Source: an optimization exercise on an open RTL-to-GDS flow (aim: small area and a short achievable clock period). Production flows keep margins and buffers that such runs may drop.
RTL that was checked went through simulation tests only; none was proved equivalent to the original.

Setup of rev 12:
==> flow/design.v <==
`default_nettype none
package fpga_host_pkg;
  localparam int CSR_DATA_W = 32;
  localparam int CSR_ADDR_W = 4;
  localparam int NBF_ADDR_W   = 64;
  localparam int NBF_DATA_W   = 64;
  localparam int NBF_OPCODE_W = 8;
  localparam int NBF_FLITS    = 5;
  localparam logic [CSR_ADDR_W-1:0] CSR_NBF            = 4'h0;
  localparam logic [CSR_ADDR_W-1:0] CSR_HOST_TO_BP     = 4'h4;
  localparam logic [CSR_ADDR_W-1:0] CSR_BP_TO_HOST_CNT = 4'h8;
  localparam logic [CSR_ADDR_W-1:0] CSR_BP_TO_HOST     = 4'hC;
  localparam logic [NBF_OPCODE_W-1:0] OP_WRITE32 = 8'h02;
  localparam logic [NBF_OPCODE_W-1:0] OP_WRITE64 = 8'h03;
  localparam logic [NBF_OPCODE_W-1:0] OP_FENCE   = 8'hFE;
  localparam logic [NBF_OPCODE_W-1:0] OP_FINISH  = 8'hFF;
  localparam logic [1:0] SIZE_32 = 2'd2;
  localparam logic [1:0] SIZE_64 = 2'd3;
  typedef logic [CSR_DATA_W-1:0] word_t;
  typedef struct packed {
    logic [NBF_OPCODE_W-1:0] opcode;
    logic [NBF_ADDR_W-1:0]   addr;
    logic [NBF_DATA_W-1:0]   data;
  } nbf_pkt_t;
endpackage
`default_nettype wire
`timescale 1ns/1ps
`default_nettype none
import fpga_host_pkg::*;
module fpga_host #(
  parameter int MMIO_ELS       = 16,
  parameter int NBF_MAX_WRITES = 4
) (
  input  wire                                   clk,
  input  wire                                   reset,
  input  wire                                   psel_i,
  input  wire                                   penable_i,
  input  wire                                   pwrite_i,
  input  wire [fpga_host_pkg::CSR_ADDR_W-1:0]   paddr_i,
  input  wire fpga_host_pkg::word_t             pwdata_i,
  output fpga_host_pkg::word_t                  prdata_o,
  output logic                                  pready_o,
  output logic                                  pslverr_o,
  output logic                                  wr_valid_o,
  input  wire                                   wr_ready_i,
  output logic [fpga_host_pkg::NBF_ADDR_W-1:0]  wr_addr_o,
  output logic [fpga_host_pkg::NBF_DATA_W-1:0]  wr_data_o,
  output logic [1:0]                            wr_size_o,
  input  wire                                   wr_done_i,
  output logic                                  bp_in_valid_o,
  input  wire                                   bp_in_ready_i,
  output fpga_host_pkg::word_t                  bp_in_data_o,
  input  wire                                   bp_out_valid_i,
  output logic                                  bp_out_ready_o,
  input  wire fpga_host_pkg::word_t             bp_out_data_i
);
  localparam int PKT_W = 2 + 4 * CSR_DATA_W;
  logic setup, access;
  logic hit_nbf, hit_h2b, hit_cnt, hit_b2h;
  assign setup   = psel_i & ~penable_i;
  assign access  = psel_i &  penable_i;
  assign hit_nbf = (paddr_i == CSR_NBF);
  assign hit_h2b = (paddr_i == CSR_HOST_TO_BP);
  assign hit_cnt = (paddr_i == CSR_BP_TO_HOST_CNT);
  assign hit_b2h = (paddr_i == CSR_BP_TO_HOST);
  logic [4:0]      dsel_q;      
  logic            dfull_q;     
  logic [31:0]           dw_q [4];    
  logic [1:0]      dcls_q;
  logic            flit_fire;
  logic            pkt_fire;
  logic            dfull_n;
  logic            qfull_q;
  assign flit_fire = access & pwrite_i & hit_nbf & ~dfull_q;
  assign pkt_fire  = dfull_q & ~qfull_q;
  assign dfull_n   = ~reset & ((dfull_q & qfull_q) | (flit_fire & dsel_q[4]));
  always_ff @(posedge clk) begin
    if (reset) begin
      dsel_q  <= 5'b00001;
      dfull_q <= 1'b0;
    end else begin
      dfull_q <= dfull_n;
      if (flit_fire) dsel_q <= {dsel_q[3:0], dsel_q[4]};
    end
  end
  always_ff @(posedge clk) begin
    for (int k = 0; k < 4; k++) begin
      if (!dfull_q && dsel_q[k]) dw_q[k] <= pwdata_i;
    end
    if (!dfull_q && dsel_q[4]) begin
      dcls_q[1] <= (pwdata_i[7:0] == OP_WRITE32) | (pwdata_i[7:0] == OP_WRITE64);
      dcls_q[0] <= (pwdata_i[7:0] == OP_WRITE64) | (pwdata_i[7:0] == OP_FENCE);
    end
  end
  logic [PKT_W-1:0] qmem [16];
  logic [3:0]       qwr_q;
  logic [4:0]       qcnt_q;
  logic             qne_q;
  logic             q_pop;
  logic [PKT_W-1:0] qhead;
  logic [15:0]      qrd_oh_q;   
  logic [1:0]       hcls_q;     
  logic [1:0]       ncls;       
  always_ff @(posedge clk) begin
    for (int i = 0; i < 16; i++) begin
      if (!qfull_q && qwr_q == 4'(i)) qmem[i] <= {dcls_q, dw_q[3], dw_q[2], dw_q[1], dw_q[0]};
    end
  end
  always_comb begin
    qhead = '0;
    for (int i = 0; i < 16; i++) qhead = qhead | (qmem[i] & {PKT_W{qrd_oh_q[i]}});
  end
  always_comb begin
    ncls = '0;
    for (int i = 0; i < 16; i++) ncls = ncls | (qmem[i][PKT_W-1:PKT_W-2] & {2{qrd_oh_q[(i+15)%16]}});
  end
  always_ff @(posedge clk) begin
    if (q_pop) begin
      hcls_q <= (qcnt_q != 5'd1) ? ncls : dcls_q;
    end else if (!qne_q) begin
      hcls_q <= dcls_q;
    end
  end
  always_ff @(posedge clk) begin
    if (reset) begin
      qwr_q   <= '0;
      qrd_oh_q <= 16'd1;
      qcnt_q  <= '0;
      qne_q   <= 1'b0;
      qfull_q <= 1'b0;
    end else begin
      if (pkt_fire) qwr_q <= qwr_q + 1'b1;
      if (q_pop) qrd_oh_q <= {qrd_oh_q[14:0], qrd_oh_q[15]};
      case ({pkt_fire, q_pop})
        2'b10: begin
          qcnt_q  <= qcnt_q + 1'b1;
          qne_q   <= 1'b1;
          qfull_q <= (qcnt_q == 5'd15);
        end
        2'b01: begin
          qcnt_q  <= qcnt_q - 1'b1;
          qne_q   <= (qcnt_q != 5'd1);
          qfull_q <= 1'b0;
        end
        default: ;
      endcase
    end
  end
  logic [2:0] cred_q;
  logic       w64_q;
  logic       launch, retire, can_issue, drained, load_wr;
  logic       h_wr, h_x;
  assign h_wr = hcls_q[1];
  assign h_x  = hcls_q[0];
  assign launch    = wr_valid_o & wr_ready_i;
  assign retire    = wr_done_i & (cred_q != 3'd0);
  assign can_issue = ~wr_valid_o & ~cred_q[2];
  assign drained   = ~wr_valid_o & (cred_q == 3'd0);
  assign load_wr   = qne_q & h_wr & can_issue;
  assign q_pop     = qne_q & (h_wr ? can_issue : (~h_x | drained));
  always_ff @(posedge clk) begin
    if (reset) begin
      wr_valid_o <= 1'b0;
    end else if (load_wr) begin
      wr_valid_o <= 1'b1;
    end else if (launch) begin
      wr_valid_o <= 1'b0;
    end
  end
  always_ff @(posedge clk) begin
    if (!wr_valid_o) begin
      wr_addr_o          <= qhead[4*CSR_DATA_W-1:2*CSR_DATA_W];
      wr_data_o[31:0]    <= qhead[CSR_DATA_W-1:0];
      wr_data_o[63:32]   <= h_x ? qhead[2*CSR_DATA_W-1:CSR_DATA_W] : qhead[CSR_DATA_W-1:0];
      w64_q              <= h_x;
    end
  end
  assign wr_size_o = {1'b1, w64_q};
  always_ff @(posedge clk) begin
    if (reset) begin
      cred_q <= '0;
    end else begin
      case ({launch, retire})
        2'b10:   cred_q <= cred_q + 1'b1;
        2'b01:   cred_q <= cred_q - 1'b1;
        default: ;
      endcase
    end
  end
  logic [31:0]      hmem [15];
  logic [3:0] hwr_q;
  logic [14:0] hrd_oh_q;   
  logic [4:0] hcnt_q;
  logic       hfull_q;
  logic       hfull_n;
  logic       h_push, h_pop, h_one, h_from_in, h_from_ring, h_ring_push;
  logic [31:0]      hring_head;
  assign h_push      = access & pwrite_i & hit_h2b & ~hfull_q;
  assign h_pop       = bp_in_ready_i & bp_in_valid_o;
  assign h_one       = (hcnt_q == 5'd1);
  assign h_from_in   = h_push & (~bp_in_valid_o | (h_one & h_pop));
  assign h_from_ring = h_pop & ~h_one;
  assign h_ring_push = h_push & ~h_from_in;
  assign hfull_n     = ~reset & ((hfull_q & ~h_pop) | ((hcnt_q == 5'd15) & h_push & ~h_pop));
  always_comb begin
    hring_head = '0;
    for (int i = 0; i < 15; i++) hring_head = hring_head | (hmem[i] & {CSR_DATA_W{hrd_oh_q[i]}});
  end
  always_ff @(posedge clk) begin
    for (int i = 0; i < 15; i++) begin
      if (!hfull_q && hwr_q == 4'(i)) hmem[i] <= pwdata_i;
    end
    if (h_from_in) begin
      bp_in_data_o <= pwdata_i;
    end else if (h_from_ring) begin
      bp_in_data_o <= hring_head;
    end
  end
  always_ff @(posedge clk) begin
    if (reset) begin
      hwr_q         <= '0;
      hrd_oh_q      <= 15'd1;
      hcnt_q        <= '0;
      bp_in_valid_o <= 1'b0;
      hfull_q       <= 1'b0;
    end else begin
      if (h_ring_push) hwr_q <= (hwr_q == 4'd14) ? 4'd0 : hwr_q + 1'b1;
      if (h_from_ring) hrd_oh_q <= {hrd_oh_q[13:0], hrd_oh_q[14]};
      hfull_q <= hfull_n;
      case ({h_push, h_pop})
        2'b10: begin
          hcnt_q        <= hcnt_q + 1'b1;
          bp_in_valid_o <= 1'b1;
        end
        2'b01: begin
          hcnt_q        <= hcnt_q - 1'b1;
          bp_in_valid_o <= ~h_one;
        end
        default: ;
      endcase
    end
  end
  logic [31:0]      bmem [16];
  logic [3:0] bwr_q;
  logic [15:0] brd_oh_q;   
  logic [4:0] bcnt_q;
  logic       bne_q;
  logic       b_push, b_pop;
  logic [31:0]      bhead;
  assign b_push = bp_out_valid_i & bp_out_ready_o;
  assign b_pop  = setup & ~pwrite_i & hit_b2h & bne_q;
  always_ff @(posedge clk) begin
    for (int i = 0; i < 16; i++) begin
      if (bp_out_ready_o && bwr_q == 4'(i)) bmem[i] <= bp_out_data_i;
    end
  end
  always_comb begin
    bhead = '0;
    for (int i = 0; i < 16; i++) bhead = bhead | (bmem[i] & {CSR_DATA_W{brd_oh_q[i]}});
  end
  always_ff @(posedge clk) begin
    if (reset) begin
      bwr_q          <= '0;
      brd_oh_q       <= 16'd1;
      bcnt_q         <= '0;
      bne_q          <= 1'b0;
      bp_out_ready_o <= 1'b1;
    end else begin
      if (b_push) bwr_q <= bwr_q + 1'b1;
      if (b_pop)  brd_oh_q <= {brd_oh_q[14:0], brd_oh_q[15]};
      case ({b_push, b_pop})
        2'b10: begin
          bcnt_q         <= bcnt_q + 1'b1;
          bne_q          <= 1'b1;
          bp_out_ready_o <= (bcnt_q != 5'd15);
        end
        2'b01: begin
          bcnt_q         <= bcnt_q - 1'b1;
          bne_q          <= (bcnt_q != 5'd1);
          bp_out_ready_o <= 1'b1;
        end
        default: ;
      endcase
    end
  end
  always_ff @(posedge clk) begin
    pready_o  <= ~(pwrite_i & ((hit_nbf & dfull_n) | (hit_h2b & hfull_n)));
    pslverr_o <= ~(hit_nbf | hit_h2b | hit_cnt | hit_b2h) | (pwrite_i & (hit_cnt | hit_b2h));
    if (pwrite_i) begin
      prdata_o <= '0;
    end else if (hit_cnt) begin
      prdata_o <= CSR_DATA_W'(bcnt_q);
    end else if (hit_b2h && bne_q) begin
      prdata_o <= bhead;
    end else begin
      prdata_o <= '0;
    end
  end
endmodule
`default_nettype wire
Settings: LEC_CHECK=0, ABC_CLOCK_PERIOD_IN_PS=2300, CAP_MARGIN=20, CORE_MARGIN=2, CORE_UTILIZATION=55, CTS_CLUSTER_DIAMETER=80, CTS_CLUSTER_SIZE=24, SETUP_SLACK_MARGIN=1.8, SLEW_MARGIN=20; clock period 4.2 ns.
run.sh (not shown) runs the stock make flow with config.mk's settings and CLKGATE_MAP_FILE= SYNTH_SCRIPT=/design/flow/synth_recipe.tcl, a recipe that flattens the netlist after the stock synthesis.
Looking at the reports, rev 12 completed the entire flow and the layout it produced met the timing, DRC and antenna checks.
Setup changes, rev 12 to rev 13
--- a/flow/design.v
+++ b/flow/design.v
@@ -95,4 +95,5 @@
   logic [PKT_W-1:0] qmem [16];
   logic [3:0]       qwr_q;
+  logic [15:0]      qwe_q;      
   logic [4:0]       qcnt_q;
   logic             qne_q;
@@ -104,5 +105,5 @@
   always_ff @(posedge clk) begin
     for (int i = 0; i < 16; i++) begin
-      if (!qfull_q && qwr_q == 4'(i)) qmem[i] <= {dcls_q, dw_q[3], dw_q[2], dw_q[1], dw_q[0]};
+      if (qwe_q[i]) qmem[i] <= {dcls_q, dw_q[3], dw_q[2], dw_q[1], dw_q[0]};
     end
   end
@@ -125,4 +126,5 @@
     if (reset) begin
       qwr_q   <= '0;
+      qwe_q   <= 16'd1;
       qrd_oh_q <= 16'd1;
       qcnt_q  <= '0;
@@ -131,4 +133,8 @@
     end else begin
       if (pkt_fire) qwr_q <= qwr_q + 1'b1;
+      for (int i = 0; i < 16; i++) begin
+        qwe_q[i] <= ((pkt_fire ? qwr_q + 1'b1 : qwr_q) == 4'(i)) &
+                    ~(pkt_fire & ~q_pop & (qcnt_q == 5'd15)) & ~(qfull_q & ~q_pop);
+      end
       if (q_pop) qrd_oh_q <= {qrd_oh_q[14:0], qrd_oh_q[15]};
       case ({pkt_fire, q_pop})
@@ -190,13 +196,15 @@
   logic [31:0]      hmem [15];
   logic [3:0] hwr_q;
+  logic [14:0] hwe_q;      
   logic [14:0] hrd_oh_q;   
   logic [4:0] hcnt_q;
   logic       hfull_q;
   logic       hfull_n;
+  logic       h_one_q;     
   logic       h_push, h_pop, h_one, h_from_in, h_from_ring, h_ring_push;
   logic [31:0]      hring_head;
   assign h_push      = access & pwrite_i & hit_h2b & ~hfull_q;
   assign h_pop       = bp_in_ready_i & bp_in_valid_o;
-  assign h_one       = (hcnt_q == 5'd1);
+  assign h_one       = h_one_q;
   assign h_from_in   = h_push & (~bp_in_valid_o | (h_one & h_pop));
   assign h_from_ring = h_pop & ~h_one;
@@ -209,10 +217,8 @@
   always_ff @(posedge clk) begin
     for (int i = 0; i < 15; i++) begin
-      if (!hfull_q && hwr_q == 4'(i)) hmem[i] <= pwdata_i;
+      if (hwe_q[i]) hmem[i] <= pwdata_i;
     end
-    if (h_from_in) begin
-      bp_in_data_o <= pwdata_i;
-    end else if (h_from_ring) begin
-      bp_in_data_o <= hring_head;
+    if (h_from_in || h_from_ring) begin
+      bp_in_data_o <= (!bp_in_valid_o || h_one_q) ? pwdata_i : hring_head;
     end
   end
@@ -220,10 +226,15 @@
     if (reset) begin
       hwr_q         <= '0;
+      hwe_q         <= 15'd1;
       hrd_oh_q      <= 15'd1;
       hcnt_q        <= '0;
+      h_one_q       <= 1'b0;
       bp_in_valid_o <= 1'b0;
       hfull_q       <= 1'b0;
     end else begin
       if (h_ring_push) hwr_q <= (hwr_q == 4'd14) ? 4'd0 : hwr_q + 1'b1;
+      for (int i = 0; i < 15; i++) begin
+        hwe_q[i] <= ((h_ring_push ? ((hwr_q == 4'd14) ? 4'd0 : hwr_q + 1'b1) : hwr_q) == 4'(i)) & ~hfull_n;
+      end
       if (h_from_ring) hrd_oh_q <= {hrd_oh_q[13:0], hrd_oh_q[14]};
       hfull_q <= hfull_n;
@@ -231,8 +242,10 @@
         2'b10: begin
           hcnt_q        <= hcnt_q + 1'b1;
+          h_one_q       <= ~bp_in_valid_o;
           bp_in_valid_o <= 1'b1;
         end
         2'b01: begin
           hcnt_q        <= hcnt_q - 1'b1;
+          h_one_q       <= (hcnt_q == 5'd2);
           bp_in_valid_o <= ~h_one;
         end
@@ -243,4 +256,5 @@
   logic [31:0]      bmem [16];
   logic [3:0] bwr_q;
+  logic [15:0] bwe_q;      
   logic [15:0] brd_oh_q;   
   logic [4:0] bcnt_q;
@@ -252,5 +266,5 @@
   always_ff @(posedge clk) begin
     for (int i = 0; i < 16; i++) begin
-      if (bp_out_ready_o && bwr_q == 4'(i)) bmem[i] <= bp_out_data_i;
+      if (bwe_q[i]) bmem[i] <= bp_out_data_i;
     end
   end
@@ -262,4 +276,5 @@
     if (reset) begin
       bwr_q          <= '0;
+      bwe_q          <= 16'd1;
       brd_oh_q       <= 16'd1;
       bcnt_q         <= '0;
@@ -268,4 +283,8 @@
     end else begin
       if (b_push) bwr_q <= bwr_q + 1'b1;
+      for (int i = 0; i < 16; i++) begin
+        bwe_q[i] <= ((b_push ? bwr_q + 1'b1 : bwr_q) == 4'(i)) &
+                    ~(b_push & ~b_pop & (bcnt_q == 5'd15)) & ~(~bp_out_ready_o & ~b_pop);
+      end
       if (b_pop)  brd_oh_q <= {brd_oh_q[14:0], brd_oh_q[15]};
       case ({b_push, b_pop})
[summary]
Compared with rev 12, in rev 13 final clock period utilization by the worst path has increased, fraction of layout cells with a size suffix above 1 went down, fmax now smaller, number of sequential storage elements grew by about 1.4%, horizontal die dimension increased 0.33%.
The RTL of rev 13 was laid out without a check of its function.

afterwards: timing with drivers on the ports:
In the flow no input, the clock included, has a driving cell. The finished layouts below were timed again as built, in two steps. Step 1 (the two cells are an assumption about what drives the block):
set clk [get_ports {clk}]
set_driving_cell -lib_cell sky130_fd_sc_hd__clkbuf_16 $clk
set_driving_cell -lib_cell sky130_fd_sc_hd__buf_2 [delete_from_list [all_inputs] $clk]
Step 2 times the ports against the registers' clock, not the clock port: input delays grow and output delays shrink by t, the midpoint of the rising clock arrivals with the driver on. a / b / c = ideal / step 1 / step 2; a / b = the first two.
run	shift t [ns]	setup WS [ns]	worst hold slack (ns)	worst setup path after step 2	worst data-port slew with drivers (ns)
rev 12	0.962	1.708 / 1.605 / 1.112	0.285 / 0.202 / 0.473	input to register	0.16
rev 13	0.943	1.617 / 1.628 / 0.734	0.239 / 0.171 / 0.477	input to register	0.13
After both steps setup and hold are still met in every run listed. The setup slack of rev 13, which loses most, moves by +0.011 ns with the drivers and by -0.883 ns with both steps.
